Background: an optimization exercise with open tools, aiming at small area, a short achievable clock period and few clock cycles per item. Do not read the settings as production practice.
In this exercise RTL edits were held to simulation tests only and were not proved equivalent to the original.

==> flow/design.v, too long to show whole: its modules and the start of the top module <==
// module cordic_iter: 690 lines
module cordic_iter (
  input  logic        i_clk,
  input  logic        i_rst,
  input  logic        i_valid,
  output logic        o_ready,
  input  logic        i_mode,
  input  logic [23:0] i_x,
  input  logic [23:0] i_y,
  input  logic [23:0] i_theta,
  output logic        o_valid,
  input  logic        i_ready,
  output logic [23:0] o_a,
  output logic [23:0] o_b,
  output logic [23:0] o_z
);
  // ...
==> flow/flow/run.sh <==
#!/bin/bash
# Standard layout, with repair_timing asked to leave more setup slack than the
# 10 ns clock needs, so the achieved period comes out shorter.
set -euo pipefail
export SETUP_SLACK_MARGIN=${MARGIN:-6.3}
bash standard.sh > standard_flow.log 2>&1
==> flow/standard.sh <==
#!/bin/bash
# synth_recipe.tcl (not shown) runs the flow's synth.tcl, then flattens the netlist and writes it again
# the make line also repeats each setting of config.mk as NAME=value (left out here)
make -C /OpenROAD-flow-scripts/flow DESIGN_CONFIG=/design/flow/config.mk WORK_HOME=/design/flow/orfs CLKGATE_MAP_FILE= SYNTH_SCRIPT=/design/flow/synth_recipe.tcl "${@:-finish}"
==> flow/config.mk <==
export PLATFORM = sky130hd
export DESIGN_NAME = cordic_iter
export DESIGN_NICKNAME = cordic_iter
export VERILOG_FILES = /design/flow/design.v
export SDC_FILE = /design/flow/constraint.sdc
export NUM_CORES = 4
export LEC_CHECK = 0
export CAP_MARGIN = 20
export CORE_MARGIN = 2
export CORE_UTILIZATION = 40
export SLEW_MARGIN = 20
==> flow/constraint.sdc <==
create_clock -name core_clock -period 10.0 [get_ports {i_clk}]
set_input_delay 2.0000 -clock core_clock [delete_from_list [all_inputs] [get_ports {i_clk}]]
set_output_delay 2.0000 -clock core_clock [all_outputs]
set_load 0.01 [all_outputs]
==> summary.md, run 1 <==
| Metric | Value |
|---|---|
| Outcome | `no timing/DRC/antenna violations` |
| Hold path depth | `0` |
| Vias in the first global route | `70933` |
| Clock Skews | `0.0710 ns` |
| Reg2reg end | `ca_m` |
| Core Footprint | `0.256 mm²` |
| Antenna viol nets, final | `0` |
| Global routing usage on met1 | `0.220` |
| Antenna diode count | `2` |
| Worst-path clk slew | `0.06 ns` |
| Tap cell count | `3384` |
| FFs w/ async S/R, synth | `0` |
| Post-synthesis register bit count | `1447` |
| Fmax | `0.263 GHz` |
| R2r setup slk | `6.19 ns` |
| CTS sink count | `1447` |
| Placed Cells | `12894` |
| Rows | `186` |
| Via/cell ratio | `5.39` |
| Post-synth EDFFs | `1364` |
| Grt met2 use | `0.319` |
| Multi-input logic area | `0.0582 mm²` |
| DR vias | `71616` |
| Clock latency on the worst-skew pair | `0.82 ns` |
| Synth Area in Simple Gates | `0.0932` |
| Setup crit start | `x_16[5]` |
| Routed length on met2 | `120000 µm` |
| WL/cell | `18.1 µm` |
| Post-Synth Adder-Cell Area | `0.173` |
| Met1 WL | `105000 µm` |
| Most frequent cells in the layout | `1364 x edfxtp_1, 1087 x ha_1, 852 x xnor2_1, 665 x a21oi_1, 570 x xor2_1` |
| Overflow after GRT | `0` |
| Setup bufs post-CTS | `39` |
| Final Hold Vio Count | `0` |
| CP Data Arrival Time | `4.39 ns` |
| Multi-Input Combinational | `7287` |
| Non-clock buffer count | `285` |
| NonClk Buf Share | `0.0245` |
Testbench counts, summed over its fixed seeds: cycles 1,440, items 1,280.
==> inputs of run 2 (changes only) <==
==> flow/design.v (replaced) <==
module cordic_iter (
  input  logic        i_clk,
  input  logic        i_rst,
  input  logic        i_valid,
  output logic        o_ready,
  input  logic        i_mode,
  input  logic [23:0] i_x,
  input  logic [23:0] i_y,
  input  logic [23:0] i_theta,
  output logic        o_valid,
  input  logic        i_ready,
  output logic [23:0] o_a,
  output logic [23:0] o_b,
  output logic [23:0] o_z
);
  logic en;
  logic skid_v;
  logic rdy_q;    
  assign en = ~skid_v;
  assign o_ready = rdy_q;
  logic        v0, m0, f1_0, f2_0;
  logic [23:0] a0, b0;
  logic [23:0] i_nx, i_ny;
  assign i_nx = -i_x;
  assign i_ny = -i_y;
  always_ff @(posedge i_clk) begin
    if (i_rst) v0 <= 1'b0;
    else if (en) v0 <= i_valid;
    if (en) begin
      m0   <= i_mode;
      a0   <= i_mode ? (i_x[23] ? i_nx : i_x) : i_theta;
      b0   <= i_y[23] ? i_ny : i_y;
      f1_0 <= i_mode ? i_x[23] : ($signed(i_theta) > 24'sd102944);
      f2_0 <= i_mode ? i_y[23] : ($signed(i_theta) < -24'sd102944);
    end
  end
  logic        q_swap;
  logic [24:0] q_p, q_q;
  assign q_swap = (f1_0 == f2_0);
  assign q_p = q_swap ? {1'b0, b0} : {1'b0, a0};
  assign q_q = q_swap ? {1'b0, a0} : {1'b0, b0};
  logic [25:0] q_xs_a, q_xs_b, q_xs_s;
  assign q_xs_a = {2'b00, a0};
  assign q_xs_b = {2'b00, b0};
  logic [26:0] q_xs_t;
  assign q_xs_t = {q_xs_a, 1'b1} + {q_xs_b, 1'b0};
  assign q_xs_s = q_xs_t[26:1];
  logic [25:0] q_ys_a, q_ys_b, q_ys_s;
  assign q_ys_a = {q_p[24], q_p};
  assign q_ys_b = ~{q_q[24], q_q};
  logic [26:0] q_ys_t;
  assign q_ys_t = {q_ys_a, 1'b1} + {q_ys_b, 1'b1};
  assign q_ys_s = q_ys_t[26:1];
  logic signed [18:0] q_zc, q_zr;
  always_comb begin
    if (f1_0) q_zc = -19'sd154416;
    else if (f2_0) q_zc = 19'sd154416;
    else if (a0[23]) q_zc = 19'sd51472;
    else q_zc = -19'sd51472;
  end
  logic [18:0] q_zs_a, q_zs_b, q_zs_s;
  assign q_zs_a = a0[18:0];
  assign q_zs_b = q_zc;
  logic [19:0] q_zs_t;
  assign q_zs_t = {q_zs_a, 1'b1} + {q_zs_b, 1'b0};
  assign q_zs_s = q_zs_t[19:1];
  assign q_zr = q_zs_s;
  logic signed [24:0] q_x;
  logic signed [24:0] q_y;
  logic [16:0] q_z;
  always_comb begin
    if (m0) begin
      q_x = q_xs_s;
      q_y = q_ys_s[24:0];
      q_z = {15'd0, f1_0, f2_0};
    end else begin
      q_x = (f1_0 || f2_0) ? -25'sd65536 : 25'sd65536;
      q_y = (f2_0 || (!f1_0 && a0[23])) ? -25'sd65536 : 25'sd65536;
      q_z = q_zr[16:0];
    end
  end
  logic        v_1, m_1, dr_1, drn_1;
  logic signed [24:0] x_1;
  logic signed [24:0] y_1;
  logic [16:0] z_1;
  always_ff @(posedge i_clk) begin
    if (i_rst) v_1 <= 1'b0;
    else if (en) v_1 <= v0;
    if (en) begin
      m_1  <= m0;
      x_1  <= q_x;
      y_1  <= q_y;
      z_1  <= q_z;
      dr_1 <= m0 ? ~q_y[24] : q_zr[16];
    end
  end
  logic signed [25:0] xe_1, ye_1, xs_1, ys_1;
  assign xe_1 = {m_1 ? 1'b0 : x_1[24], x_1};
  assign ye_1 = 26'(y_1);
  assign xs_1 = xe_1 >>> 1;
  assign ys_1 = ye_1 >>> 1;
  logic [25:0] ax1_a, ax1_b, ax1_s;
  assign ax1_a = xe_1;
  assign ax1_b = ys_1 ^ {26{~dr_1}};
  logic [26:0] ax1_t;
  assign ax1_t = {ax1_a, 1'b1} + {ax1_b, ~dr_1};
  assign ax1_s = ax1_t[26:1];
  logic [25:0] ay1_a, ay1_b, ay1_s;
  assign ay1_a = ye_1;
  assign ay1_b = xs_1 ^ {26{dr_1}};
  logic [26:0] ay1_t;
  assign ay1_t = {ay1_a, 1'b1} + {ay1_b, dr_1};
  assign ay1_s = ay1_t[26:1];
  logic [16:0] az1_a, az1_b, az1_s;
  assign az1_a = z_1[16:0];
  assign az1_b = dr_1 ? 17'sd30386 : -17'sd30386;
  logic [17:0] az1_t;
  assign az1_t = {az1_a, 1'b1} + {az1_b, 1'b0};
  assign az1_s = az1_t[17:1];
  logic signed [24:0] xn_1;
  logic signed [24:0] yn_1;
  logic [15:0] zn_1;
  assign xn_1 = ax1_s[24:0];
  assign yn_1 = ay1_s[24:0];
  assign zn_1 = {az1_s[15], az1_s[14], az1_s[13], az1_s[12], az1_s[11], az1_s[10], az1_s[9], az1_s[8], az1_s[7], az1_s[6], az1_s[5], az1_s[4], az1_s[3], (m_1 ? dr_1 : az1_s[2]), (m_1 ? z_1[1] : az1_s[1]), (m_1 ? z_1[0] : az1_s[0])};
  logic        v_2, m_2, dr_2, drn_2;
  logic signed [24:0] x_2;
  logic signed [24:0] y_2;
  logic [15:0] z_2;
  always_ff @(posedge i_clk) begin
    if (i_rst) v_2 <= 1'b0;
    else if (en) v_2 <= v_1;
    if (en) begin
      m_2  <= m_1;
      x_2  <= xn_1;
      y_2  <= yn_1;
      z_2  <= zn_1;
      dr_2 <= m_1 ? ~yn_1[24] : az1_s[15];
    end
  end
  logic signed [25:0] xe_2, ye_2, xs_2, ys_2;
  assign xe_2 = {m_2 ? 1'b0 : x_2[24], x_2};
  assign ye_2 = 26'(y_2);
  assign xs_2 = xe_2 >>> 2;
  assign ys_2 = ye_2 >>> 2;
  logic [25:0] ax2_a, ax2_b, ax2_s;
  assign ax2_a = xe_2;
  assign ax2_b = ys_2 ^ {26{~dr_2}};
  logic [26:0] ax2_t;
  assign ax2_t = {ax2_a, 1'b1} + {ax2_b, ~dr_2};
  assign ax2_s = ax2_t[26:1];
  logic [25:0] ay2_a, ay2_b, ay2_s;
  assign ay2_a = ye_2;
  assign ay2_b = xs_2 ^ {26{dr_2}};
  logic [26:0] ay2_t;
  assign ay2_t = {ay2_a, 1'b1} + {ay2_b, dr_2};
  assign ay2_s = ay2_t[26:1];
  logic [15:0] az2_a, az2_b, az2_s;
  assign az2_a = z_2[15:0];
  assign az2_b = dr_2 ? 16'sd16055 : -16'sd16055;
  logic [16:0] az2_t;
  assign az2_t = {az2_a, 1'b1} + {az2_b, 1'b0};
  assign az2_s = az2_t[16:1];
  logic signed [24:0] xn_2;
  logic signed [23:0] yn_2;
  logic [14:0] zn_2;
  assign xn_2 = ax2_s[24:0];
  assign yn_2 = ay2_s[23:0];
  assign zn_2 = {az2_s[14], az2_s[13], az2_s[12], az2_s[11], az2_s[10], az2_s[9], az2_s[8], az2_s[7], az2_s[6], az2_s[5], az2_s[4], (m_2 ? dr_2 : az2_s[3]), (m_2 ? z_2[2] : az2_s[2]), (m_2 ? z_2[1] : az2_s[1]), (m_2 ? z_2[0] : az2_s[0])};
  logic        v_3, m_3, dr_3, drn_3;
  logic signed [24:0] x_3;
  logic signed [23:0] y_3;
  logic [14:0] z_3;
  always_ff @(posedge i_clk) begin
    if (i_rst) v_3 <= 1'b0;
    else if (en) v_3 <= v_2;
    if (en) begin
      m_3  <= m_2;
      x_3  <= xn_2;
      y_3  <= yn_2;
      z_3  <= zn_2;
      dr_3 <= m_2 ? ~yn_2[23] : az2_s[14];
    end
  end
  logic signed [25:0] xe_3, ye_3, xs_3, ys_3;
  assign xe_3 = {m_3 ? 1'b0 : x_3[24], x_3};
  assign ye_3 = 26'(y_3);
  assign xs_3 = xe_3 >>> 3;
  assign ys_3 = ye_3 >>> 3;
  logic [25:0] ax3_a, ax3_b, ax3_s;
  assign ax3_a = xe_3;
  assign ax3_b = ys_3 ^ {26{~dr_3}};
  logic [26:0] ax3_t;
  assign ax3_t = {ax3_a, 1'b1} + {ax3_b, ~dr_3};
  assign ax3_s = ax3_t[26:1];
  logic [25:0] ay3_a, ay3_b, ay3_s;
  assign ay3_a = ye_3;
  assign ay3_b = xs_3 ^ {26{dr_3}};
  logic [26:0] ay3_t;
  assign ay3_t = {ay3_a, 1'b1} + {ay3_b, dr_3};
  assign ay3_s = ay3_t[26:1];
  logic [14:0] az3_a, az3_b, az3_s;
  assign az3_a = z_3[14:0];
  assign az3_b = dr_3 ? 15'sd8150 : -15'sd8150;
  logic [15:0] az3_t;
  assign az3_t = {az3_a, 1'b1} + {az3_b, 1'b0};
  assign az3_s = az3_t[15:1];
  logic signed [24:0] xn_3;
  logic signed [22:0] yn_3;
  logic [13:0] zn_3;
  assign xn_3 = ax3_s[24:0];
  assign yn_3 = ay3_s[22:0];
  assign zn_3 = {az3_s[13], az3_s[12], az3_s[11], az3_s[10], az3_s[9], az3_s[8], az3_s[7], az3_s[6], az3_s[5], (m_3 ? dr_3 : az3_s[4]), (m_3 ? z_3[3] : az3_s[3]), (m_3 ? z_3[2] : az3_s[2]), (m_3 ? z_3[1] : az3_s[1]), (m_3 ? z_3[0] : az3_s[0])};
  logic        v_4, m_4, dr_4, drn_4;
  logic signed [24:0] x_4;
  logic signed [22:0] y_4;
  logic [13:0] z_4;
  always_ff @(posedge i_clk) begin
    if (i_rst) v_4 <= 1'b0;
    else if (en) v_4 <= v_3;
    if (en) begin
      m_4  <= m_3;
      x_4  <= xn_3;
      y_4  <= yn_3;
      z_4  <= zn_3;
      dr_4 <= m_3 ? ~yn_3[22] : az3_s[13];
    end
  end
  logic signed [25:0] xe_4, ye_4, xs_4, ys_4;
  assign xe_4 = {m_4 ? 1'b0 : x_4[24], x_4};
  assign ye_4 = 26'(y_4);
  assign xs_4 = xe_4 >>> 4;
  assign ys_4 = ye_4 >>> 4;
  logic [25:0] ax4_a, ax4_b, ax4_s;
  assign ax4_a = xe_4;
  assign ax4_b = ys_4 ^ {26{~dr_4}};
  logic [26:0] ax4_t;
  assign ax4_t = {ax4_a, 1'b1} + {ax4_b, ~dr_4};
  assign ax4_s = ax4_t[26:1];
  logic [25:0] ay4_a, ay4_b, ay4_s;
  assign ay4_a = ye_4;
  assign ay4_b = xs_4 ^ {26{dr_4}};
  logic [26:0] ay4_t;
  assign ay4_t = {ay4_a, 1'b1} + {ay4_b, dr_4};
  assign ay4_s = ay4_t[26:1];
  logic [13:0] az4_a, az4_b, az4_s;
  assign az4_a = z_4[13:0];
  assign az4_b = dr_4 ? 14'sd4091 : -14'sd4091;
  logic [14:0] az4_t;
  assign az4_t = {az4_a, 1'b1} + {az4_b, 1'b0};
  assign az4_s = az4_t[14:1];
  logic signed [24:0] xn_4;
  logic signed [21:0] yn_4;
  logic [12:0] zn_4;
  assign xn_4 = ax4_s[24:0];
  assign yn_4 = ay4_s[21:0];
  assign zn_4 = {az4_s[12], az4_s[11], az4_s[10], az4_s[9], az4_s[8], az4_s[7], az4_s[6], (m_4 ? dr_4 : az4_s[5]), (m_4 ? z_4[4] : az4_s[4]), (m_4 ? z_4[3] : az4_s[3]), (m_4 ? z_4[2] : az4_s[2]), (m_4 ? z_4[1] : az4_s[1]), (m_4 ? z_4[0] : az4_s[0])};
  logic        v_5, m_5, dr_5, drn_5;
  logic signed [24:0] x_5;
  logic signed [21:0] y_5;
  logic [12:0] z_5;
  always_ff @(posedge i_clk) begin
    if (i_rst) v_5 <= 1'b0;
    else if (en) v_5 <= v_4;
    if (en) begin
      m_5  <= m_4;
      x_5  <= xn_4;
      y_5  <= yn_4;
      z_5  <= zn_4;
      dr_5 <= m_4 ? ~yn_4[21] : az4_s[12];
    end
  end
  logic signed [25:0] xe_5, ye_5, xs_5, ys_5;
  assign xe_5 = {m_5 ? 1'b0 : x_5[24], x_5};
  assign ye_5 = 26'(y_5);
  assign xs_5 = xe_5 >>> 5;
  assign ys_5 = ye_5 >>> 5;
  logic [25:0] ax5_a, ax5_b, ax5_s;
  assign ax5_a = xe_5;
  assign ax5_b = ys_5 ^ {26{~dr_5}};
  logic [26:0] ax5_t;
  assign ax5_t = {ax5_a, 1'b1} + {ax5_b, ~dr_5};
  assign ax5_s = ax5_t[26:1];
  logic [25:0] ay5_a, ay5_b, ay5_s;
  assign ay5_a = ye_5;
  assign ay5_b = xs_5 ^ {26{dr_5}};
  logic [26:0] ay5_t;
  assign ay5_t = {ay5_a, 1'b1} + {ay5_b, dr_5};
  assign ay5_s = ay5_t[26:1];
  logic [12:0] az5_a, az5_b, az5_s;
  assign az5_a = z_5[12:0];
  assign az5_b = dr_5 ? 13'sd2047 : -13'sd2047;
  logic [13:0] az5_t;
  assign az5_t = {az5_a, 1'b1} + {az5_b, 1'b0};
  assign az5_s = az5_t[13:1];
  logic signed [24:0] xn_5;
  logic signed [20:0] yn_5;
  logic [11:0] zn_5;
  assign xn_5 = ax5_s[24:0];
  assign yn_5 = ay5_s[20:0];
  assign zn_5 = {az5_s[11], az5_s[10], az5_s[9], az5_s[8], az5_s[7], (m_5 ? dr_5 : az5_s[6]), (m_5 ? z_5[5] : az5_s[5]), (m_5 ? z_5[4] : az5_s[4]), (m_5 ? z_5[3] : az5_s[3]), (m_5 ? z_5[2] : az5_s[2]), (m_5 ? z_5[1] : az5_s[1]), (m_5 ? z_5[0] : az5_s[0])};
  logic        v_6, m_6, dr_6, drn_6;
  logic signed [24:0] x_6;
  logic signed [20:0] y_6;
  logic [11:0] z_6;
  always_ff @(posedge i_clk) begin
    if (i_rst) v_6 <= 1'b0;
    else if (en) v_6 <= v_5;
    if (en) begin
      m_6  <= m_5;
      x_6  <= xn_5;
      y_6  <= yn_5;
      z_6  <= zn_5;
      dr_6 <= m_5 ? ~yn_5[20] : az5_s[11];
    end
  end
  logic signed [25:0] xe_6, ye_6, xs_6, ys_6;
  assign xe_6 = {m_6 ? 1'b0 : x_6[24], x_6};
  assign ye_6 = 26'(y_6);
  assign xs_6 = xe_6 >>> 6;
  assign ys_6 = ye_6 >>> 6;
  logic [25:0] ax6_a, ax6_b, ax6_s;
  assign ax6_a = xe_6;
  assign ax6_b = ys_6 ^ {26{~dr_6}};
  logic [26:0] ax6_t;
  assign ax6_t = {ax6_a, 1'b1} + {ax6_b, ~dr_6};
  assign ax6_s = ax6_t[26:1];
  logic [25:0] ay6_a, ay6_b, ay6_s;
  assign ay6_a = ye_6;
  assign ay6_b = xs_6 ^ {26{dr_6}};
  logic [26:0] ay6_t;
  assign ay6_t = {ay6_a, 1'b1} + {ay6_b, dr_6};
  assign ay6_s = ay6_t[26:1];
  logic [11:0] az6_a, az6_b, az6_s;
  assign az6_a = z_6[11:0];
  assign az6_b = dr_6 ? 12'sd1024 : -12'sd1024;
  logic [12:0] az6_t;
  assign az6_t = {az6_a, 1'b1} + {az6_b, 1'b0};
  assign az6_s = az6_t[12:1];
  logic signed [24:0] xn_6;
  logic signed [19:0] yn_6;
  logic [10:0] zn_6;
  assign xn_6 = ax6_s[24:0];
  assign yn_6 = ay6_s[19:0];
  assign zn_6 = {az6_s[10], az6_s[9], az6_s[8], (m_6 ? dr_6 : az6_s[7]), (m_6 ? z_6[6] : az6_s[6]), (m_6 ? z_6[5] : az6_s[5]), (m_6 ? z_6[4] : az6_s[4]), (m_6 ? z_6[3] : az6_s[3]), (m_6 ? z_6[2] : az6_s[2]), (m_6 ? z_6[1] : az6_s[1]), (m_6 ? z_6[0] : az6_s[0])};
  logic        v_7, m_7, dr_7, drn_7;
  logic signed [24:0] x_7;
  logic signed [19:0] y_7;
  logic [10:0] z_7;
  always_ff @(posedge i_clk) begin
    if (i_rst) v_7 <= 1'b0;
    else if (en) v_7 <= v_6;
    if (en) begin
      m_7  <= m_6;
      x_7  <= xn_6;
      y_7  <= yn_6;
      z_7  <= zn_6;
      dr_7 <= m_6 ? ~yn_6[19] : az6_s[10];
    end
  end
  logic signed [25:0] xe_7, ye_7, xs_7, ys_7;
  assign xe_7 = {m_7 ? 1'b0 : x_7[24], x_7};
  assign ye_7 = 26'(y_7);
  assign xs_7 = xe_7 >>> 7;
  assign ys_7 = ye_7 >>> 7;
  logic [25:0] ax7_a, ax7_b, ax7_s;
  assign ax7_a = xe_7;
  assign ax7_b = ys_7 ^ {26{~dr_7}};
  logic [26:0] ax7_t;
  assign ax7_t = {ax7_a, 1'b1} + {ax7_b, ~dr_7};
  assign ax7_s = ax7_t[26:1];
  logic [25:0] ay7_a, ay7_b, ay7_s;
  assign ay7_a = ye_7;
  assign ay7_b = xs_7 ^ {26{dr_7}};
  logic [26:0] ay7_t;
  assign ay7_t = {ay7_a, 1'b1} + {ay7_b, dr_7};
  assign ay7_s = ay7_t[26:1];
  logic [10:0] az7_a, az7_b, az7_s;
  assign az7_a = z_7[10:0];
  assign az7_b = dr_7 ? 11'sd512 : -11'sd512;
  logic [11:0] az7_t;
  assign az7_t = {az7_a, 1'b1} + {az7_b, 1'b0};
  assign az7_s = az7_t[11:1];
  logic signed [24:0] xn_7;
  logic signed [18:0] yn_7;
  logic [9:0] zn_7;
  assign xn_7 = ax7_s[24:0];
  assign yn_7 = ay7_s[18:0];
  assign zn_7 = {az7_s[9], (m_7 ? dr_7 : az7_s[8]), (m_7 ? z_7[7] : az7_s[7]), (m_7 ? z_7[6] : az7_s[6]), (m_7 ? z_7[5] : az7_s[5]), (m_7 ? z_7[4] : az7_s[4]), (m_7 ? z_7[3] : az7_s[3]), (m_7 ? z_7[2] : az7_s[2]), (m_7 ? z_7[1] : az7_s[1]), (m_7 ? z_7[0] : az7_s[0])};
  logic        v_8, m_8, dr_8, drn_8;
  logic signed [24:0] x_8;
  logic signed [18:0] y_8;
  logic [9:0] z_8;
  always_ff @(posedge i_clk) begin
    if (i_rst) v_8 <= 1'b0;
    else if (en) v_8 <= v_7;
    if (en) begin
      m_8  <= m_7;
      x_8  <= xn_7;
      y_8  <= yn_7;
      z_8  <= zn_7;
      dr_8 <= m_7 ? ~yn_7[18] : az7_s[9];
    end
  end
  logic signed [25:0] xe_8, ye_8, xs_8, ys_8;
  assign xe_8 = {m_8 ? 1'b0 : x_8[24], x_8};
  assign ye_8 = 26'(y_8);
  assign xs_8 = xe_8 >>> 8;
  assign ys_8 = ye_8 >>> 8;
  logic [25:0] ax8_a, ax8_b, ax8_s;
  assign ax8_a = xe_8;
  assign ax8_b = ys_8 ^ {26{~dr_8}};
  logic [26:0] ax8_t;
  assign ax8_t = {ax8_a, 1'b1} + {ax8_b, ~dr_8};
  assign ax8_s = ax8_t[26:1];
  logic [25:0] ay8_a, ay8_b, ay8_s;
  assign ay8_a = ye_8;
  assign ay8_b = xs_8 ^ {26{dr_8}};
  logic [26:0] ay8_t;
  assign ay8_t = {ay8_a, 1'b1} + {ay8_b, dr_8};
  assign ay8_s = ay8_t[26:1];
  logic [9:0] az8_a, az8_b, az8_s;
  assign az8_a = z_8[9:0];
  assign az8_b = dr_8 ? 10'sd256 : -10'sd256;
  logic [10:0] az8_t;
  assign az8_t = {az8_a, 1'b1} + {az8_b, 1'b0};
  assign az8_s = az8_t[10:1];
  logic signed [24:0] xn_8;
  logic signed [17:0] yn_8;
  logic [9:0] zn_8;
  assign xn_8 = ax8_s[24:0];
  assign yn_8 = ay8_s[17:0];
  assign zn_8 = {dr_8, (m_8 ? z_8[8] : az8_s[8]), (m_8 ? z_8[7] : az8_s[7]), (m_8 ? z_8[6] : az8_s[6]), (m_8 ? z_8[5] : az8_s[5]), (m_8 ? z_8[4] : az8_s[4]), (m_8 ? z_8[3] : az8_s[3]), (m_8 ? z_8[2] : az8_s[2]), (m_8 ? z_8[1] : az8_s[1]), (m_8 ? z_8[0] : az8_s[0])};
  logic        v_9, m_9, dr_9, drn_9;
  logic signed [24:0] x_9;
  logic signed [17:0] y_9;
  logic [9:0] z_9;
  always_ff @(posedge i_clk) begin
    if (i_rst) v_9 <= 1'b0;
    else if (en) v_9 <= v_8;
    if (en) begin
      m_9  <= m_8;
      x_9  <= xn_8;
      y_9  <= yn_8;
      z_9  <= zn_8;
      dr_9 <= m_8 ? ~yn_8[17] : az8_s[8];
    end
  end
  logic signed [25:0] xe_9, ye_9, xs_9, ys_9;
  assign xe_9 = {m_9 ? 1'b0 : x_9[24], x_9};
  assign ye_9 = 26'(y_9);
  assign xs_9 = xe_9 >>> 9;
  assign ys_9 = ye_9 >>> 9;
  logic [25:0] ax9_a, ax9_b, ax9_s;
  assign ax9_a = xe_9;
  assign ax9_b = ys_9 ^ {26{~dr_9}};
  logic [26:0] ax9_t;
  assign ax9_t = {ax9_a, 1'b1} + {ax9_b, ~dr_9};
  assign ax9_s = ax9_t[26:1];
  logic [25:0] ay9_a, ay9_b, ay9_s;
  assign ay9_a = ye_9;
  assign ay9_b = xs_9 ^ {26{dr_9}};
  logic [26:0] ay9_t;
  assign ay9_t = {ay9_a, 1'b1} + {ay9_b, dr_9};
  assign ay9_s = ay9_t[26:1];
  logic [8:0] az9_a, az9_b, az9_s;
  assign az9_a = z_9[8:0];
  assign az9_b = dr_9 ? 9'sd128 : -9'sd128;
  logic [9:0] az9_t;
  assign az9_t = {az9_a, 1'b1} + {az9_b, 1'b0};
  assign az9_s = az9_t[9:1];
  logic signed [24:0] xn_9;
  logic signed [17:0] yn_9;
  logic [10:0] zn_9;
  assign xn_9 = ax9_s[24:0];
  assign yn_9 = ay9_s[17:0];
  assign zn_9 = {dr_9, z_9[9], z_9[8], (m_9 ? z_9[7] : az9_s[7]), (m_9 ? z_9[6] : az9_s[6]), (m_9 ? z_9[5] : az9_s[5]), (m_9 ? z_9[4] : az9_s[4]), (m_9 ? z_9[3] : az9_s[3]), (m_9 ? z_9[2] : az9_s[2]), (m_9 ? z_9[1] : az9_s[1]), (m_9 ? z_9[0] : az9_s[0])};
  logic        v_10, m_10, dr_10, drn_10;
  logic signed [24:0] x_10;
  logic signed [17:0] y_10;
  logic [10:0] z_10;
  always_ff @(posedge i_clk) begin
    if (i_rst) v_10 <= 1'b0;
    else if (en) v_10 <= v_9;
    if (en) begin
      m_10  <= m_9;
      x_10  <= xn_9;
      y_10  <= yn_9;
      z_10  <= zn_9;
      dr_10 <= m_9 ? ~yn_9[17] : az9_s[7];
    end
  end
  logic signed [25:0] xe_10, ye_10, xs_10, ys_10;
  assign xe_10 = {m_10 ? 1'b0 : x_10[24], x_10};
  assign ye_10 = 26'(y_10);
  assign xs_10 = xe_10 >>> 10;
  assign ys_10 = ye_10 >>> 10;
  logic [25:0] ax10_a, ax10_b, ax10_s;
  assign ax10_a = xe_10;
  assign ax10_b = ys_10 ^ {26{~dr_10}};
  logic [26:0] ax10_t;
  assign ax10_t = {ax10_a, 1'b1} + {ax10_b, ~dr_10};
  assign ax10_s = ax10_t[26:1];
  logic [25:0] ay10_a, ay10_b, ay10_s;
  assign ay10_a = ye_10;
  assign ay10_b = xs_10 ^ {26{dr_10}};
  logic [26:0] ay10_t;
  assign ay10_t = {ay10_a, 1'b1} + {ay10_b, dr_10};
  assign ay10_s = ay10_t[26:1];
  logic [7:0] az10_a, az10_b, az10_s;
  assign az10_a = z_10[7:0];
  assign az10_b = dr_10 ? 8'sd64 : -8'sd64;
  logic [8:0] az10_t;
  assign az10_t = {az10_a, 1'b1} + {az10_b, 1'b0};
  assign az10_s = az10_t[8:1];
  logic signed [24:0] xn_10;
  logic signed [17:0] yn_10;
  logic [11:0] zn_10;
  assign xn_10 = ax10_s[24:0];
  assign yn_10 = ay10_s[17:0];
  assign zn_10 = {dr_10, z_10[10], z_10[9], z_10[8], z_10[7], (m_10 ? z_10[6] : az10_s[6]), (m_10 ? z_10[5] : az10_s[5]), (m_10 ? z_10[4] : az10_s[4]), (m_10 ? z_10[3] : az10_s[3]), (m_10 ? z_10[2] : az10_s[2]), (m_10 ? z_10[1] : az10_s[1]), (m_10 ? z_10[0] : az10_s[0])};
  logic        v_11, m_11, dr_11, drn_11;
  logic signed [24:0] x_11;
  logic signed [17:0] y_11;
  logic [11:0] z_11;
  always_ff @(posedge i_clk) begin
    if (i_rst) v_11 <= 1'b0;
    else if (en) v_11 <= v_10;
    if (en) begin
      m_11  <= m_10;
      x_11  <= xn_10;
      y_11  <= yn_10;
      z_11  <= zn_10;
      dr_11 <= m_10 ? ~yn_10[17] : az10_s[6];
    end
  end
  logic signed [25:0] xe_11, ye_11, xs_11, ys_11;
  assign xe_11 = {m_11 ? 1'b0 : x_11[24], x_11};
  assign ye_11 = 26'(y_11);
  assign xs_11 = xe_11 >>> 11;
  assign ys_11 = ye_11 >>> 11;
  logic [25:0] ax11_a, ax11_b, ax11_s;
  assign ax11_a = xe_11;
  assign ax11_b = ys_11 ^ {26{~dr_11}};
  logic [26:0] ax11_t;
  assign ax11_t = {ax11_a, 1'b1} + {ax11_b, ~dr_11};
  assign ax11_s = ax11_t[26:1];
  logic [25:0] ay11_a, ay11_b, ay11_s;
  assign ay11_a = ye_11;
  assign ay11_b = xs_11 ^ {26{dr_11}};
  logic [26:0] ay11_t;
  assign ay11_t = {ay11_a, 1'b1} + {ay11_b, dr_11};
  assign ay11_s = ay11_t[26:1];
  logic [6:0] az11_a, az11_b, az11_s;
  assign az11_a = z_11[6:0];
  assign az11_b = dr_11 ? 7'sd32 : -7'sd32;
  logic [7:0] az11_t;
  assign az11_t = {az11_a, 1'b1} + {az11_b, 1'b0};
  assign az11_s = az11_t[7:1];
  logic signed [24:0] xn_11;
  logic signed [17:0] yn_11;
  logic [12:0] zn_11;
  assign xn_11 = ax11_s[24:0];
  assign yn_11 = ay11_s[17:0];
  assign zn_11 = {dr_11, z_11[11], z_11[10], z_11[9], z_11[8], z_11[7], z_11[6], (m_11 ? z_11[5] : az11_s[5]), (m_11 ? z_11[4] : az11_s[4]), (m_11 ? z_11[3] : az11_s[3]), (m_11 ? z_11[2] : az11_s[2]), (m_11 ? z_11[1] : az11_s[1]), (m_11 ? z_11[0] : az11_s[0])};
  logic        v_12, m_12, dr_12, drn_12;
  logic signed [24:0] x_12;
  logic signed [17:0] y_12;
  logic [12:0] z_12;
  always_ff @(posedge i_clk) begin
    if (i_rst) v_12 <= 1'b0;
    else if (en) v_12 <= v_11;
    if (en) begin
      m_12  <= m_11;
      x_12  <= xn_11;
      y_12  <= yn_11;
      z_12  <= zn_11;
      dr_12 <= m_11 ? ~yn_11[17] : az11_s[5];
    end
  end
  logic signed [25:0] xe_12, ye_12, xs_12, ys_12;
  assign xe_12 = {m_12 ? 1'b0 : x_12[24], x_12};
  assign ye_12 = 26'(y_12);
  assign xs_12 = xe_12 >>> 12;
  assign ys_12 = ye_12 >>> 12;
  logic [25:0] ax12_a, ax12_b, ax12_s;
  assign ax12_a = xe_12;
  assign ax12_b = ys_12 ^ {26{~dr_12}};
  logic [26:0] ax12_t;
  assign ax12_t = {ax12_a, 1'b1} + {ax12_b, ~dr_12};
  assign ax12_s = ax12_t[26:1];
  logic [25:0] ay12_a, ay12_b, ay12_s;
  assign ay12_a = ye_12;
  assign ay12_b = xs_12 ^ {26{dr_12}};
  logic [26:0] ay12_t;
  assign ay12_t = {ay12_a, 1'b1} + {ay12_b, dr_12};
  assign ay12_s = ay12_t[26:1];
  logic [5:0] az12_a, az12_b, az12_s;
  assign az12_a = z_12[5:0];
  assign az12_b = dr_12 ? 6'sd16 : -6'sd16;
  logic [6:0] az12_t;
  assign az12_t = {az12_a, 1'b1} + {az12_b, 1'b0};
  assign az12_s = az12_t[6:1];
  logic signed [24:0] xn_12;
  logic signed [17:0] yn_12;
  logic [13:0] zn_12;
  assign xn_12 = ax12_s[24:0];
  assign yn_12 = ay12_s[17:0];
  assign zn_12 = {dr_12, z_12[12], z_12[11], z_12[10], z_12[9], z_12[8], z_12[7], z_12[6], z_12[5], (m_12 ? z_12[4] : az12_s[4]), (m_12 ? z_12[3] : az12_s[3]), (m_12 ? z_12[2] : az12_s[2]), (m_12 ? z_12[1] : az12_s[1]), (m_12 ? z_12[0] : az12_s[0])};
  logic        v_13, m_13, dr_13, drn_13;
  logic signed [24:0] x_13;
  logic signed [17:0] y_13;
  logic [13:0] z_13;
  always_ff @(posedge i_clk) begin
    if (i_rst) v_13 <= 1'b0;
    else if (en) v_13 <= v_12;
    if (en) begin
      m_13  <= m_12;
      x_13  <= xn_12;
      y_13  <= yn_12;
      z_13  <= zn_12;
      dr_13 <= m_12 ? ~yn_12[17] : az12_s[4];
    end
  end
  logic signed [25:0] xe_13, ye_13, xs_13, ys_13;
  assign xe_13 = {m_13 ? 1'b0 : x_13[24], x_13};
  assign ye_13 = 26'(y_13);
  assign xs_13 = xe_13 >>> 13;
  assign ys_13 = ye_13 >>> 13;
  logic [25:0] ax13_a, ax13_b, ax13_s;
  assign ax13_a = xe_13;
  assign ax13_b = ys_13 ^ {26{~dr_13}};
  logic [26:0] ax13_t;
  assign ax13_t = {ax13_a, 1'b1} + {ax13_b, ~dr_13};
  assign ax13_s = ax13_t[26:1];
  logic [25:0] ay13_a, ay13_b, ay13_s;
  assign ay13_a = ye_13;
  assign ay13_b = xs_13 ^ {26{dr_13}};
  logic [26:0] ay13_t;
  assign ay13_t = {ay13_a, 1'b1} + {ay13_b, dr_13};
  assign ay13_s = ay13_t[26:1];
  logic [4:0] az13_a, az13_b, az13_s;
  assign az13_a = z_13[4:0];
  assign az13_b = dr_13 ? 5'sd8 : -5'sd8;
  logic [5:0] az13_t;
  assign az13_t = {az13_a, 1'b1} + {az13_b, 1'b0};
  assign az13_s = az13_t[5:1];
  logic signed [24:0] xn_13;
  logic signed [17:0] yn_13;
  logic [14:0] zn_13;
  assign xn_13 = ax13_s[24:0];
  assign yn_13 = ay13_s[17:0];
  assign zn_13 = {dr_13, z_13[13], z_13[12], z_13[11], z_13[10], z_13[9], z_13[8], z_13[7], z_13[6], z_13[5], z_13[4], (m_13 ? z_13[3] : az13_s[3]), (m_13 ? z_13[2] : az13_s[2]), (m_13 ? z_13[1] : az13_s[1]), (m_13 ? z_13[0] : az13_s[0])};
  logic        v_14, m_14, dr_14, drn_14;
  logic signed [24:0] x_14;
  logic signed [17:0] y_14;
  logic [14:0] z_14;
  always_ff @(posedge i_clk) begin
    if (i_rst) v_14 <= 1'b0;
    else if (en) v_14 <= v_13;
    if (en) begin
      m_14  <= m_13;
      x_14  <= xn_13;
      y_14  <= yn_13;
      z_14  <= zn_13;
      dr_14 <= m_13 ? ~yn_13[17] : az13_s[3];
    end
  end
  logic signed [25:0] xe_14, ye_14, xs_14, ys_14;
  assign xe_14 = {m_14 ? 1'b0 : x_14[24], x_14};
  assign ye_14 = 26'(y_14);
  assign xs_14 = xe_14 >>> 14;
  assign ys_14 = ye_14 >>> 14;
  logic [25:0] ax14_a, ax14_b, ax14_s;
  assign ax14_a = xe_14;
  assign ax14_b = ys_14 ^ {26{~dr_14}};
  logic [26:0] ax14_t;
  assign ax14_t = {ax14_a, 1'b1} + {ax14_b, ~dr_14};
  assign ax14_s = ax14_t[26:1];
  logic [25:0] ay14_a, ay14_b, ay14_s;
  assign ay14_a = ye_14;
  assign ay14_b = xs_14 ^ {26{dr_14}};
  logic [26:0] ay14_t;
  assign ay14_t = {ay14_a, 1'b1} + {ay14_b, dr_14};
  assign ay14_s = ay14_t[26:1];
  logic [3:0] az14_a, az14_b, az14_s;
  assign az14_a = z_14[3:0];
  assign az14_b = dr_14 ? 4'sd4 : -4'sd4;
  logic [4:0] az14_t;
  assign az14_t = {az14_a, 1'b1} + {az14_b, 1'b0};
  assign az14_s = az14_t[4:1];
  logic signed [24:0] xn_14;
  logic signed [17:0] yn_14;
  logic [15:0] zn_14;
  assign xn_14 = ax14_s[24:0];
  assign yn_14 = ay14_s[17:0];
  assign zn_14 = {dr_14, z_14[14], z_14[13], z_14[12], z_14[11], z_14[10], z_14[9], z_14[8], z_14[7], z_14[6], z_14[5], z_14[4], z_14[3], (m_14 ? z_14[2] : az14_s[2]), (m_14 ? z_14[1] : az14_s[1]), (m_14 ? z_14[0] : az14_s[0])};
  logic        v_15, m_15, dr_15, drn_15;
  logic signed [24:0] x_15;
  logic signed [17:0] y_15;
  logic [15:0] z_15;
  always_ff @(posedge i_clk) begin
    if (i_rst) v_15 <= 1'b0;
    else if (en) v_15 <= v_14;
    if (en) begin
      m_15  <= m_14;
      x_15  <= xn_14;
      y_15  <= yn_14;
      z_15  <= zn_14;
      dr_15 <= m_14 ? ~yn_14[17] : az14_s[2];
    end
  end
  logic signed [2:0] t_x, t_y;    
  assign t_x = y_15[17:15];
  assign t_y = x_15[17:15];
  logic [3:0] k_xi, k_yi;
  assign k_xi = {dr_15, t_x};
  assign k_yi = {dr_15, t_y};
  logic [41:0] k_x;
  logic [33:0] k_y;
  always_comb begin
    case (k_xi)
      4'd0: k_x = 42'h490;
      4'd1: k_x = 42'h3ffffff691b;
      4'd2: k_x = 42'h3fffffecda6;
      4'd3: k_x = 42'h3fffffe3231;
      4'd4: k_x = 42'h27264;
      4'd5: k_x = 42'h1d6ef;
      4'd6: k_x = 42'h13b7a;
      4'd7: k_x = 42'ha005;
      4'd8: k_x = 42'h490;
      4'd9: k_x = 42'ha005;
      4'd10: k_x = 42'h13b7a;
      4'd11: k_x = 42'h1d6ef;
      4'd12: k_x = 42'h3fffffd96bc;
      4'd13: k_x = 42'h3fffffe3231;
      4'd14: k_x = 42'h3fffffecda6;
      4'd15: k_x = 42'h3ffffff691b;
    endcase
    case (k_yi)
      4'd0: k_y = 34'h490;
      4'd1: k_y = 34'ha005;
      4'd2: k_y = 34'h13b7a;
      4'd3: k_y = 34'h1d6ef;
      4'd4: k_y = 34'h3fffd96bc;
      4'd5: k_y = 34'h3fffe3231;
      4'd6: k_y = 34'h3fffecda6;
      4'd7: k_y = 34'h3ffff691b;
      4'd8: k_y = 34'h490;
      4'd9: k_y = 34'h3ffff691b;
      4'd10: k_y = 34'h3fffecda6;
      4'd11: k_y = 34'h3fffe3231;
      4'd12: k_y = 34'h27264;
      4'd13: k_y = 34'h1d6ef;
      4'd14: k_y = 34'h13b7a;
      4'd15: k_y = 34'ha005;
    endcase
  end
  logic signed [25:0] xe_15;
  assign xe_15 = {m_15 ? 1'b0 : x_15[24], x_15};
  logic [41:0] ma_t0;
  assign ma_t0 = (42'(xe_15) <<< 0);
  logic [41:0] ma_t1;
  assign ma_t1 = (42'(xe_15) <<< 2);
  logic [41:0] ma_t2;
  assign ma_t2 = ((~(42'(xe_15))) <<< 4);
  logic [41:0] ma_t3;
  assign ma_t3 = ((~(42'(xe_15))) <<< 7);
  logic [41:0] ma_t4;
  assign ma_t4 = ((~(42'(xe_15))) <<< 10);
  logic [41:0] ma_t5;
  assign ma_t5 = (42'(xe_15) <<< 13);
  logic [41:0] ma_t6;
  assign ma_t6 = (42'(xe_15) <<< 15);
  logic [41:0] ma_s0_0, ma_c0_0;
  assign ma_s0_0 = ma_t0 ^ ma_t1 ^ ma_t2;
  assign ma_c0_0 = ((ma_t0 & ma_t1) | (ma_t0 & ma_t2) | (ma_t1 & ma_t2)) << 1;
  logic [41:0] ma_s0_2, ma_c0_2;
  assign ma_s0_2 = ma_t3 ^ ma_t4 ^ ma_t5;
  assign ma_c0_2 = ((ma_t3 & ma_t4) | (ma_t3 & ma_t5) | (ma_t4 & ma_t5)) << 1;
  logic [41:0] ma_s1_0, ma_c1_0;
  assign ma_s1_0 = ma_s0_0 ^ ma_c0_0 ^ ma_s0_2;
  assign ma_c1_0 = ((ma_s0_0 & ma_c0_0) | (ma_s0_0 & ma_s0_2) | (ma_c0_0 & ma_s0_2)) << 1;
  logic [41:0] ma_s1_2, ma_c1_2;
  assign ma_s1_2 = ma_c0_2 ^ ma_t6 ^ k_x;
  assign ma_c1_2 = ((ma_c0_2 & ma_t6) | (ma_c0_2 & k_x) | (ma_t6 & k_x)) << 1;
  logic [41:0] ma_s2_0, ma_c2_0;
  assign ma_s2_0 = ma_s1_0 ^ ma_c1_0 ^ ma_s1_2;
  assign ma_c2_0 = ((ma_s1_0 & ma_c1_0) | (ma_s1_0 & ma_s1_2) | (ma_c1_0 & ma_s1_2)) << 1;
  logic [41:0] ma_s3_0, ma_c3_0;
  assign ma_s3_0 = ma_s2_0 ^ ma_c2_0 ^ ma_c1_2;
  assign ma_c3_0 = ((ma_s2_0 & ma_c2_0) | (ma_s2_0 & ma_c1_2) | (ma_c2_0 & ma_c1_2)) << 1;
  logic [15:0] ma_lg, ma_lp;
  assign ma_lg = ma_s3_0[15:0] & ma_c3_0[15:0];
  assign ma_lp = ma_s3_0[15:0] ^ ma_c3_0[15:0];
  logic ma_cg0_0, ma_cp0_0;
  assign ma_cg0_0 = ma_lg[1] | (ma_lp[1] & ma_lg[0]);
  assign ma_cp0_0 = ma_lp[1] & ma_lp[0];
  logic ma_cg0_2, ma_cp0_2;
  assign ma_cg0_2 = ma_lg[3] | (ma_lp[3] & ma_lg[2]);
  assign ma_cp0_2 = ma_lp[3] & ma_lp[2];
  logic ma_cg0_4, ma_cp0_4;
  assign ma_cg0_4 = ma_lg[5] | (ma_lp[5] & ma_lg[4]);
  assign ma_cp0_4 = ma_lp[5] & ma_lp[4];
  logic ma_cg0_6, ma_cp0_6;
  assign ma_cg0_6 = ma_lg[7] | (ma_lp[7] & ma_lg[6]);
  assign ma_cp0_6 = ma_lp[7] & ma_lp[6];
  logic ma_cg0_8, ma_cp0_8;
  assign ma_cg0_8 = ma_lg[9] | (ma_lp[9] & ma_lg[8]);
  assign ma_cp0_8 = ma_lp[9] & ma_lp[8];
  logic ma_cg0_10, ma_cp0_10;
  assign ma_cg0_10 = ma_lg[11] | (ma_lp[11] & ma_lg[10]);
  assign ma_cp0_10 = ma_lp[11] & ma_lp[10];
  logic ma_cg0_12, ma_cp0_12;
  assign ma_cg0_12 = ma_lg[13] | (ma_lp[13] & ma_lg[12]);
  assign ma_cp0_12 = ma_lp[13] & ma_lp[12];
  logic ma_cg0_14, ma_cp0_14;
  assign ma_cg0_14 = ma_lg[15] | (ma_lp[15] & ma_lg[14]);
  assign ma_cp0_14 = ma_lp[15] & ma_lp[14];
  logic ma_cg1_0, ma_cp1_0;
  assign ma_cg1_0 = ma_cg0_2 | (ma_cp0_2 & ma_cg0_0);
  assign ma_cp1_0 = ma_cp0_2 & ma_cp0_0;
  logic ma_cg1_2, ma_cp1_2;
  assign ma_cg1_2 = ma_cg0_6 | (ma_cp0_6 & ma_cg0_4);
  assign ma_cp1_2 = ma_cp0_6 & ma_cp0_4;
  logic ma_cg1_4, ma_cp1_4;
  assign ma_cg1_4 = ma_cg0_10 | (ma_cp0_10 & ma_cg0_8);
  assign ma_cp1_4 = ma_cp0_10 & ma_cp0_8;
  logic ma_cg1_6, ma_cp1_6;
  assign ma_cg1_6 = ma_cg0_14 | (ma_cp0_14 & ma_cg0_12);
  assign ma_cp1_6 = ma_cp0_14 & ma_cp0_12;
  logic ma_cg2_0, ma_cp2_0;
  assign ma_cg2_0 = ma_cg1_2 | (ma_cp1_2 & ma_cg1_0);
  assign ma_cp2_0 = ma_cp1_2 & ma_cp1_0;
  logic ma_cg2_2, ma_cp2_2;
  assign ma_cg2_2 = ma_cg1_6 | (ma_cp1_6 & ma_cg1_4);
  assign ma_cp2_2 = ma_cp1_6 & ma_cp1_4;
  logic ma_cg3_0, ma_cp3_0;
  assign ma_cg3_0 = ma_cg2_2 | (ma_cp2_2 & ma_cg2_0);
  assign ma_cp3_0 = ma_cp2_2 & ma_cp2_0;
  logic [33:0] mb_t0;
  assign mb_t0 = (34'(y_15) <<< 0);
  logic [33:0] mb_t1;
  assign mb_t1 = (34'(y_15) <<< 2);
  logic [33:0] mb_t2;
  assign mb_t2 = ((~(34'(y_15))) <<< 4);
  logic [33:0] mb_t3;
  assign mb_t3 = ((~(34'(y_15))) <<< 7);
  logic [33:0] mb_t4;
  assign mb_t4 = ((~(34'(y_15))) <<< 10);
  logic [33:0] mb_t5;
  assign mb_t5 = (34'(y_15) <<< 13);
  logic [33:0] mb_t6;
  assign mb_t6 = (34'(y_15) <<< 15);
  logic [33:0] mb_s0_0, mb_c0_0;
  assign mb_s0_0 = mb_t0 ^ mb_t1 ^ mb_t2;
  assign mb_c0_0 = ((mb_t0 & mb_t1) | (mb_t0 & mb_t2) | (mb_t1 & mb_t2)) << 1;
  logic [33:0] mb_s0_2, mb_c0_2;
  assign mb_s0_2 = mb_t3 ^ mb_t4 ^ mb_t5;
  assign mb_c0_2 = ((mb_t3 & mb_t4) | (mb_t3 & mb_t5) | (mb_t4 & mb_t5)) << 1;
  logic [33:0] mb_s1_0, mb_c1_0;
  assign mb_s1_0 = mb_s0_0 ^ mb_c0_0 ^ mb_s0_2;
  assign mb_c1_0 = ((mb_s0_0 & mb_c0_0) | (mb_s0_0 & mb_s0_2) | (mb_c0_0 & mb_s0_2)) << 1;
  logic [33:0] mb_s1_2, mb_c1_2;
  assign mb_s1_2 = mb_c0_2 ^ mb_t6 ^ k_y;
  assign mb_c1_2 = ((mb_c0_2 & mb_t6) | (mb_c0_2 & k_y) | (mb_t6 & k_y)) << 1;
  logic [33:0] mb_s2_0, mb_c2_0;
  assign mb_s2_0 = mb_s1_0 ^ mb_c1_0 ^ mb_s1_2;
  assign mb_c2_0 = ((mb_s1_0 & mb_c1_0) | (mb_s1_0 & mb_s1_2) | (mb_c1_0 & mb_s1_2)) << 1;
  logic [33:0] mb_s3_0, mb_c3_0;
  assign mb_s3_0 = mb_s2_0 ^ mb_c2_0 ^ mb_c1_2;
  assign mb_c3_0 = ((mb_s2_0 & mb_c2_0) | (mb_s2_0 & mb_c1_2) | (mb_c2_0 & mb_c1_2)) << 1;
  logic [15:0] mb_lg, mb_lp;
  assign mb_lg = mb_s3_0[15:0] & mb_c3_0[15:0];
  assign mb_lp = mb_s3_0[15:0] ^ mb_c3_0[15:0];
  logic mb_cg0_0, mb_cp0_0;
  assign mb_cg0_0 = mb_lg[1] | (mb_lp[1] & mb_lg[0]);
  assign mb_cp0_0 = mb_lp[1] & mb_lp[0];
  logic mb_cg0_2, mb_cp0_2;
  assign mb_cg0_2 = mb_lg[3] | (mb_lp[3] & mb_lg[2]);
  assign mb_cp0_2 = mb_lp[3] & mb_lp[2];
  logic mb_cg0_4, mb_cp0_4;
  assign mb_cg0_4 = mb_lg[5] | (mb_lp[5] & mb_lg[4]);
  assign mb_cp0_4 = mb_lp[5] & mb_lp[4];
  logic mb_cg0_6, mb_cp0_6;
  assign mb_cg0_6 = mb_lg[7] | (mb_lp[7] & mb_lg[6]);
  assign mb_cp0_6 = mb_lp[7] & mb_lp[6];
  logic mb_cg0_8, mb_cp0_8;
  assign mb_cg0_8 = mb_lg[9] | (mb_lp[9] & mb_lg[8]);
  assign mb_cp0_8 = mb_lp[9] & mb_lp[8];
  logic mb_cg0_10, mb_cp0_10;
  assign mb_cg0_10 = mb_lg[11] | (mb_lp[11] & mb_lg[10]);
  assign mb_cp0_10 = mb_lp[11] & mb_lp[10];
  logic mb_cg0_12, mb_cp0_12;
  assign mb_cg0_12 = mb_lg[13] | (mb_lp[13] & mb_lg[12]);
  assign mb_cp0_12 = mb_lp[13] & mb_lp[12];
  logic mb_cg0_14, mb_cp0_14;
  assign mb_cg0_14 = mb_lg[15] | (mb_lp[15] & mb_lg[14]);
  assign mb_cp0_14 = mb_lp[15] & mb_lp[14];
  logic mb_cg1_0, mb_cp1_0;
  assign mb_cg1_0 = mb_cg0_2 | (mb_cp0_2 & mb_cg0_0);
  assign mb_cp1_0 = mb_cp0_2 & mb_cp0_0;
  logic mb_cg1_2, mb_cp1_2;
  assign mb_cg1_2 = mb_cg0_6 | (mb_cp0_6 & mb_cg0_4);
  assign mb_cp1_2 = mb_cp0_6 & mb_cp0_4;
  logic mb_cg1_4, mb_cp1_4;
  assign mb_cg1_4 = mb_cg0_10 | (mb_cp0_10 & mb_cg0_8);
  assign mb_cp1_4 = mb_cp0_10 & mb_cp0_8;
  logic mb_cg1_6, mb_cp1_6;
  assign mb_cg1_6 = mb_cg0_14 | (mb_cp0_14 & mb_cg0_12);
  assign mb_cp1_6 = mb_cp0_14 & mb_cp0_12;
  logic mb_cg2_0, mb_cp2_0;
  assign mb_cg2_0 = mb_cg1_2 | (mb_cp1_2 & mb_cg1_0);
  assign mb_cp2_0 = mb_cp1_2 & mb_cp1_0;
  logic mb_cg2_2, mb_cp2_2;
  assign mb_cg2_2 = mb_cg1_6 | (mb_cp1_6 & mb_cg1_4);
  assign mb_cp2_2 = mb_cp1_6 & mb_cp1_4;
  logic mb_cg3_0, mb_cp3_0;
  assign mb_cg3_0 = mb_cg2_2 | (mb_cp2_2 & mb_cg2_0);
  assign mb_cp3_0 = mb_cp2_2 & mb_cp2_0;
  logic [6:0] zk;
  assign zk = z_15[6:0];    
  logic [18:0] zt, zv;
  always_comb begin
    case (zk)
      7'd0: zt = 19'h7d3d9;
      7'd1: zt = 19'h641b9;
      7'd2: zt = 19'h165f9;
      7'd3: zt = 19'h4af99;
      7'd4: zt = 19'hc13d;
      7'd5: zt = 19'h72f1d;
      7'd6: zt = 19'h2535d;
      7'd7: zt = 19'h59cfd;
      7'd8: zt = 19'h5147;
      7'd9: zt = 19'h6bf27;
      7'd10: zt = 19'h1e367;
      7'd11: zt = 19'h52d07;
      7'd12: zt = 19'h13eab;
      7'd13: zt = 19'h7ac8b;
      7'd14: zt = 19'h2d0cb;
      7'd15: zt = 19'h61a6b;
      7'd16: zt = 19'h1385;
      7'd17: zt = 19'h68165;
      7'd18: zt = 19'h1a5a5;
      7'd19: zt = 19'h4ef45;
      7'd20: zt = 19'h100e9;
      7'd21: zt = 19'h76ec9;
      7'd22: zt = 19'h29309;
      7'd23: zt = 19'h5dca9;
      7'd24: zt = 19'h90f3;
      7'd25: zt = 19'h6fed3;
      7'd26: zt = 19'h22313;
      7'd27: zt = 19'h56cb3;
      7'd28: zt = 19'h17e57;
      7'd29: zt = 19'h7ec37;
      7'd30: zt = 19'h31077;
      7'd31: zt = 19'h65a17;
      7'd32: zt = 19'h7f3cf;
      7'd33: zt = 19'h661af;
      7'd34: zt = 19'h185ef;
      7'd35: zt = 19'h4cf8f;
      7'd36: zt = 19'he133;
      7'd37: zt = 19'h74f13;
      7'd38: zt = 19'h27353;
      7'd39: zt = 19'h5bcf3;
      7'd40: zt = 19'h713d;
      7'd41: zt = 19'h6df1d;
      7'd42: zt = 19'h2035d;
      7'd43: zt = 19'h54cfd;
      7'd44: zt = 19'h15ea1;
      7'd45: zt = 19'h7cc81;
      7'd46: zt = 19'h2f0c1;
      7'd47: zt = 19'h63a61;
      7'd48: zt = 19'h337b;
      7'd49: zt = 19'h6a15b;
      7'd50: zt = 19'h1c59b;
      7'd51: zt = 19'h50f3b;
      7'd52: zt = 19'h120df;
      7'd53: zt = 19'h78ebf;
      7'd54: zt = 19'h2b2ff;
      7'd55: zt = 19'h5fc9f;
      7'd56: zt = 19'hb0e9;
      7'd57: zt = 19'h71ec9;
      7'd58: zt = 19'h24309;
      7'd59: zt = 19'h58ca9;
      7'd60: zt = 19'h19e4d;
      7'd61: zt = 19'hc2d;
      7'd62: zt = 19'h3306d;
      7'd63: zt = 19'h67a0d;
      7'd64: zt = 19'h7e3d7;
      7'd65: zt = 19'h651b7;
      7'd66: zt = 19'h175f7;
      7'd67: zt = 19'h4bf97;
      7'd68: zt = 19'hd13b;
      7'd69: zt = 19'h73f1b;
      7'd70: zt = 19'h2635b;
      7'd71: zt = 19'h5acfb;
      7'd72: zt = 19'h6145;
      7'd73: zt = 19'h6cf25;
      7'd74: zt = 19'h1f365;
      7'd75: zt = 19'h53d05;
      7'd76: zt = 19'h14ea9;
      7'd77: zt = 19'h7bc89;
      7'd78: zt = 19'h2e0c9;
      7'd79: zt = 19'h62a69;
      7'd80: zt = 19'h2383;
      7'd81: zt = 19'h69163;
      7'd82: zt = 19'h1b5a3;
      7'd83: zt = 19'h4ff43;
      7'd84: zt = 19'h110e7;
      7'd85: zt = 19'h77ec7;
      7'd86: zt = 19'h2a307;
      7'd87: zt = 19'h5eca7;
      7'd88: zt = 19'ha0f1;
      7'd89: zt = 19'h70ed1;
      7'd90: zt = 19'h23311;
      7'd91: zt = 19'h57cb1;
      7'd92: zt = 19'h18e55;
      7'd93: zt = 19'h7fc35;
      7'd94: zt = 19'h32075;
      7'd95: zt = 19'h66a15;
      7'd96: zt = 19'h3cd;
      7'd97: zt = 19'h671ad;
      7'd98: zt = 19'h195ed;
      7'd99: zt = 19'h4df8d;
      7'd100: zt = 19'hf131;
      7'd101: zt = 19'h75f11;
      7'd102: zt = 19'h28351;
      7'd103: zt = 19'h5ccf1;
      7'd104: zt = 19'h813b;
      7'd105: zt = 19'h6ef1b;
      7'd106: zt = 19'h2135b;
      7'd107: zt = 19'h55cfb;
      7'd108: zt = 19'h16e9f;
      7'd109: zt = 19'h7dc7f;
      7'd110: zt = 19'h300bf;
      7'd111: zt = 19'h64a5f;
      7'd112: zt = 19'h4379;
      7'd113: zt = 19'h6b159;
      7'd114: zt = 19'h1d599;
      7'd115: zt = 19'h51f39;
      7'd116: zt = 19'h130dd;
      7'd117: zt = 19'h79ebd;
      7'd118: zt = 19'h2c2fd;
      7'd119: zt = 19'h60c9d;
      7'd120: zt = 19'hc0e7;
      7'd121: zt = 19'h72ec7;
      7'd122: zt = 19'h25307;
      7'd123: zt = 19'h59ca7;
      7'd124: zt = 19'h1ae4b;
      7'd125: zt = 19'h1c2b;
      7'd126: zt = 19'h3406b;
      7'd127: zt = 19'h68a0b;
    endcase
  end
  assign zv = zt + {7'd0, z_15[7], z_15[8], z_15[9], z_15[10], z_15[11], z_15[12], z_15[13], z_15[14], z_15[15], dr_15, 2'b00};
  logic [1:0] zr16;
  assign zr16 = z_15[1:0] + (dr_15 ? 2'd2 : 2'd2);
  logic        v_m, m_m, zf_m, ca_m, cb_m;
  logic [25:0] sa_m, ka_m;
  logic [17:0] sb_m, kb_m;
  logic signed [18:0] z_m;
  always_ff @(posedge i_clk) begin
    if (i_rst) v_m <= 1'b0;
    else if (en) v_m <= v_15;
    if (en) begin
      m_m  <= m_15;
      zf_m <= m_15 && (x_15 == '0);    
      z_m  <= m_15 ? zv : {{17{zr16[1]}}, zr16};
      sa_m <= ma_s3_0[41:16];
      ka_m <= ma_c3_0[41:16];
      ca_m <= ma_cg3_0;
      sb_m <= mb_s3_0[33:16];
      kb_m <= mb_c3_0[33:16];
      cb_m <= mb_cg3_0;
    end
  end
  logic signed [25:0] sa;
  logic signed [17:0] qb;
  logic [23:0] r_a;
  logic [17:0] r_b;
  logic [18:0] r_z;
  assign sa = sa_m + ka_m + 26'(ca_m);
  assign qb = sb_m + kb_m + 18'(cb_m);
  always_comb begin
    if (sa > 26'sd8388607) r_a = 24'h7fffff;
    else if (sa < -26'sd8388608) r_a = 24'h800000;
    else r_a = sa[23:0];
  end
  assign r_b = m_m ? 18'd0 : qb[17:0];
  assign r_z = zf_m ? 19'd0 : z_m;
  logic [60:0] res, out_q, skid_q;
  logic        out_v;
  logic        take;
  assign res  = {r_a, r_b, r_z};
  assign take = out_v & i_ready;
  logic skid_d, out_vd;
  always_comb begin
    skid_d = skid_v;
    out_vd = out_v;
    if (skid_v) begin
      if (take) skid_d = 1'b0;
    end else if (!out_v || take) begin
      out_vd = v_m;
    end else if (v_m) begin
      skid_d = 1'b1;
    end
  end
  always_ff @(posedge i_clk) begin
    if (i_rst) begin
      out_v  <= 1'b0;
      skid_v <= 1'b0;
      rdy_q  <= 1'b1;
    end else begin
      out_v  <= out_vd;
      skid_v <= skid_d;
      rdy_q  <= ~skid_d;
    end
    if (!skid_v) skid_q <= res;
    if (skid_v ? take : (!out_v || take)) out_q <= skid_v ? skid_q : res;
  end
  assign o_valid = out_v;
  assign o_a = out_q[60:37];
  assign o_b = {{6{out_q[36]}}, out_q[36:19]};
  assign o_z = {{5{out_q[18]}}, out_q[18:0]};
endmodule
==> flow/flow/run.sh (replaced) <==
#!/bin/bash
# Standard layout, with repair_timing asked to leave more setup slack than the
# 10 ns clock needs, so the achieved period comes out shorter.
set -euo pipefail
export SETUP_SLACK_MARGIN=${MARGIN:-6.4}
bash standard.sh > standard_flow.log 2>&1
==> flow/config.mk (replaced) <==
export PLATFORM = sky130hd
export DESIGN_NAME = cordic_iter
export DESIGN_NICKNAME = cordic_iter
export VERILOG_FILES = /design/flow/design.v
export SDC_FILE = /design/flow/constraint.sdc
export NUM_CORES = 4
export LEC_CHECK = 0
export CAP_MARGIN = 20
export CORE_MARGIN = 2
export CORE_UTILIZATION = 60
export CTS_BUF_LIST = sky130_fd_sc_hd__clkbuf_4 sky130_fd_sc_hd__clkbuf_8
export PLACE_DENSITY = 0.72
export SLEW_MARGIN = 20
==> summary.md, run 2 <==
| Metric | Value |
|---|---|
| Rows | `141 (-24%)` |
| Final Hold Vio Count | `0 (unchanged)` |
| Synth Cell Area | `0.0898 mm²` |
| Sequential-to-total area share from yosys stat | `0.404` |
| Num ports | `151` |
| Synth area leaders | `edfxtp_1 38%, ha_1 12%, xnor2_1 7.6%` |
| Synthesized instance count | `8457` |
| Rel. slew slack | `0.299` |
| Synth Flop Type | `edfxtp_1` |
| Area Overhead vs Synth | `14.3%` |
| Syn nets | `9679` |
| Port bufs | `150` |
| DR iter-0 viols | `4911` |
| Post-synthesis register bit count | `1252 (-13%)` |
| Biggest regs | `out_q x61, skid_q x61` |
| DRC | `0` |
| TritonCTS clock tree | `built` |
| CP Class | `reg -> reg` |
| Root Buffer Master | `clkbuf_8` |
| CTS sink count | `1252 (-13%)` |
| Final WL | `218000 µm` |
| DR vias | `65076 (-9.1%)` |
| Most common cell after layout, fill and taps aside | `edfxtp_1` |
| H-Tree Depth | `4` |
| Startpoint types | `flip-flop` |
| Setup WS post-layout | `6.10 ns` |
| Top-count cell post-synth | `edfxtp_1` |
| Die area | `0.153 mm²` |
| Synth top cells by count | `1123 x edfxtp_1, 877 x ha_1, 779 x xnor2_1, 672 x inv_1, 589 x nor2_1` |
| Fin crit period | `3.90 ns` |
| Post-synth EDFFs | `1123 (-18%)` |
| CP max FO | `7` |
| Synth Area per Inst | `10.6 µm²` |
| Outcome | `no timing/DRC/antenna violations` |
| CTS Buffer Depth | `3` |
| Fmax | `0.256 GHz (-2.5%)` |
| Initial Util | `0.606` |
| Die Y | `391 µm` |
| FFs w/ async S/R, synth | `0 (unchanged)` |
| Area leader, netlist | `edfxtp_1` |
| Placed Cells | `10419 (-19%)` |
| Filler cells | `11191` |
| Multi-input logic area | `0.0525 mm² (-9.9%)` |
| Global Route Usage Sum | `0.276` |
| Post-DP HPWL | `159000 µm` |
| Antenna viol nets, final | `0 (unchanged)` |
| Core Footprint | `0.148 mm² (-42%)` |
| Final GP Congestion | `0.934` |
| Largest net degree at the start of global routing | `154` |
| Crit share post-route | `0.390` |
| RSZ-0062 raised after global routing | `true` |
| Die width | `391 µm` |
| First-pass DRT Iterations | `8` |
| Fin. max-slew vios | `0` |
| Layout cells sized above 1 | `0.127` |
| CP required | `10.83 ns` |
| WL/cell | `19.7 µm (+8.4%)` |
| Worst-path clk slew | `0.07 ns (about the same)` |
| Post-route insts no fill | `11071` |
| CP Data Arrival Time | `4.73 ns (+0.34 ns)` |
| Final Setup Violations | `0` |
| Most frequent cells in the layout | `1123 x edfxtp_1, 842 x ha_1, 763 x xnor2_1, 632 x inv_1, 581 x nor2_1` |
| Worst Tran Pin Value | `1.05 ns` |
| Antenna violations before repair | `5` |
| NumNets Final | `10182` |
| Clock Skews | `0.0466 ns (-0.0244 ns)` |
| CTS Buf Count | `208` |
| Ys Warns | `1` |
| Overflow after GRT | `0 (unchanged)` |
| Pre-CTS setup slack | `4.88 ns` |
| Crit path capture type | `flip-flop` |
| Worst hold path class | `reg -> reg` |
| Reg area | `0.0363 mm²` |
| Synth unique cells | `90` |
| First-pass GRT wire length | `336000 µm` |
| Top cell type's share of synthesized area | `0.376` |
| Vias in the first global route | `62690 (-12%)` |
| Clock latency on the worst-skew pair | `0.94 ns (+0.12 ns)` |
| Setup tns final | `0 ns` |
| Max-Cap Viols | `0` |
| Via/cell ratio | `5.88 (+9.1%)` |
-- run 2: cell count changes after synthesis, moves of 36 or more --
cell	change
and3_1	-36
ha_1	-212
inv_1	+101
xor2_1	-135
o21a_1	-38
a211oi_1	-45
fa_1	+58
xnor2_1	-82
a21o_1	-135
dfxtp_1	+46
a21oi_1	-102
edfxtp_1	-241
-- run 2: cell type report --
type                       instances  share of cell area
tap                             1930              0.0235
multi-input combinational       6362               0.511
sequential                      1252               0.354
antenna                            4           0.0000975
timing repair buffer             457              0.0408
clock inverter                   109              0.0110
clock buffer                     278              0.0339
timing repair inverter             2            0.000134
inverter                         677              0.0258
-- run 2: cell families (layout without fill, tap and decap cells) --
family / after synthesis / in the layout / share of synthesized area
AOI/OAI and AO/OA: 2039 / 2039 / 0.148
xor gates and xnor gates: 1219 / 1219 / 0.119
adders and majority gates: 1145 / 1145 / 0.182
buffers and inverters: 846 / 1523 / 0.0363
DFF: 1252 / 1252 / 0.404
muxes: 82 / 82 / 0.00942
other: 0 / 4 / 0
and+or+nand+nor: 1874 / 1877 / 0.100
-- run 2: per-layer routing --
metal	part of all wire	routed length [µm]	track usage
met5	0.000051	11	0
met4	0.024	5290	0.0740
met3	0.056	12100	0.0436
met2	0.47	102000	0.446
met1	0.45	98700	0.386
-- run 2: final timing paths --
path / to / cells past startpoint / start / slack, ns
hold / removal: z_12[3] / 0 / z_11[3] / 0.38
setup / recovery: k_y[14] / 17 / dr_14 / 6.10
hold reg to reg: z_12[3] / 0 / z_11[3] / 0.38
setup reg to reg: k_y[14] / 17 / dr_14 / 6.10
-- run 2: what timing repair did --
item / 4_1_cts / 5_1_grt
gates cloned: 11 / 14
pin swaps: 104 / 145
hold buffers: 0 / 0
endpoints found under the setup margin: 511 / 387
setup buffers: 128 / 108
gates resized for setup: 595 / 278
-- run 2: worst max-delay path: stages, from the launching register on --
cell	delay [ns]
edfxtp_1	0.45
buf_12	0.18
xor2_4	0.22
clkinv_8	0.13
ha_4	0.24
o21a_1	0.20
o211ai_1	0.28
buf_4	0.18
a31oi_4	0.04
o211ai_1	0.28
a31oi_2	0.16
a21oi_2	0.20
xnor2_2	0.17
mux2_4	0.24
clkinvlp_4	0.14
ha_4	0.33
mux2i_1	0.08
a221o_1	0.28
-- run 2: per-stage QoR --
stage | area [µm²] | utilization | hold slack (ns)
2_1_floorplan | 90000 | - | 0.400
3_3_place_gp | 93600 | 0.632 | 0.401
3_5_place_dp | 93600 | 0.632 | 0.405
4_1_cts | 100000 | 0.678 | 0.373
5_1_grt | 103000 | 0.693 | 0.391
6_report | 103000 | 0.693 | 0.382
Testbench counts of run 2, summed over its fixed seeds: cycles 1,424, items 1,280.

-- what the ideal ports hide --
The flow's constraints put no driver on any port. The routed layouts listed below were extracted and timed again, unchanged, in two steps.
Step 1 sets driving cells, clkbuf_16 on the clock port and buf_2 on the other inputs (assumed; they add their load-dependent delay and slew).
Step 2 moves the port delays by t, midway between the first and last clock arrival at a register: inputs arrive t later, outputs are due t later. That takes back most of the time a late clock gives input paths.
Three values: no drivers, after step 1, after step 2; two values: the first two.
run	shift t [ns]	slack for setup (ns)	hold slack, ns	worst data-port slew with drivers (ns)	cell pins on the clock port's net
run 1	0.887	6.193 / 6.193 / 6.193	0.408 / 0.408 / 0.408	0.07	1
run 2	0.990	6.095 / 6.095 / 5.405	0.382 / 0.382 / 0.382	0.07	1
After both steps setup and hold are still met in every run listed. The setup slack of run 2, which loses most, moves by 0.000 ns with the drivers and by -0.690 ns with both steps.
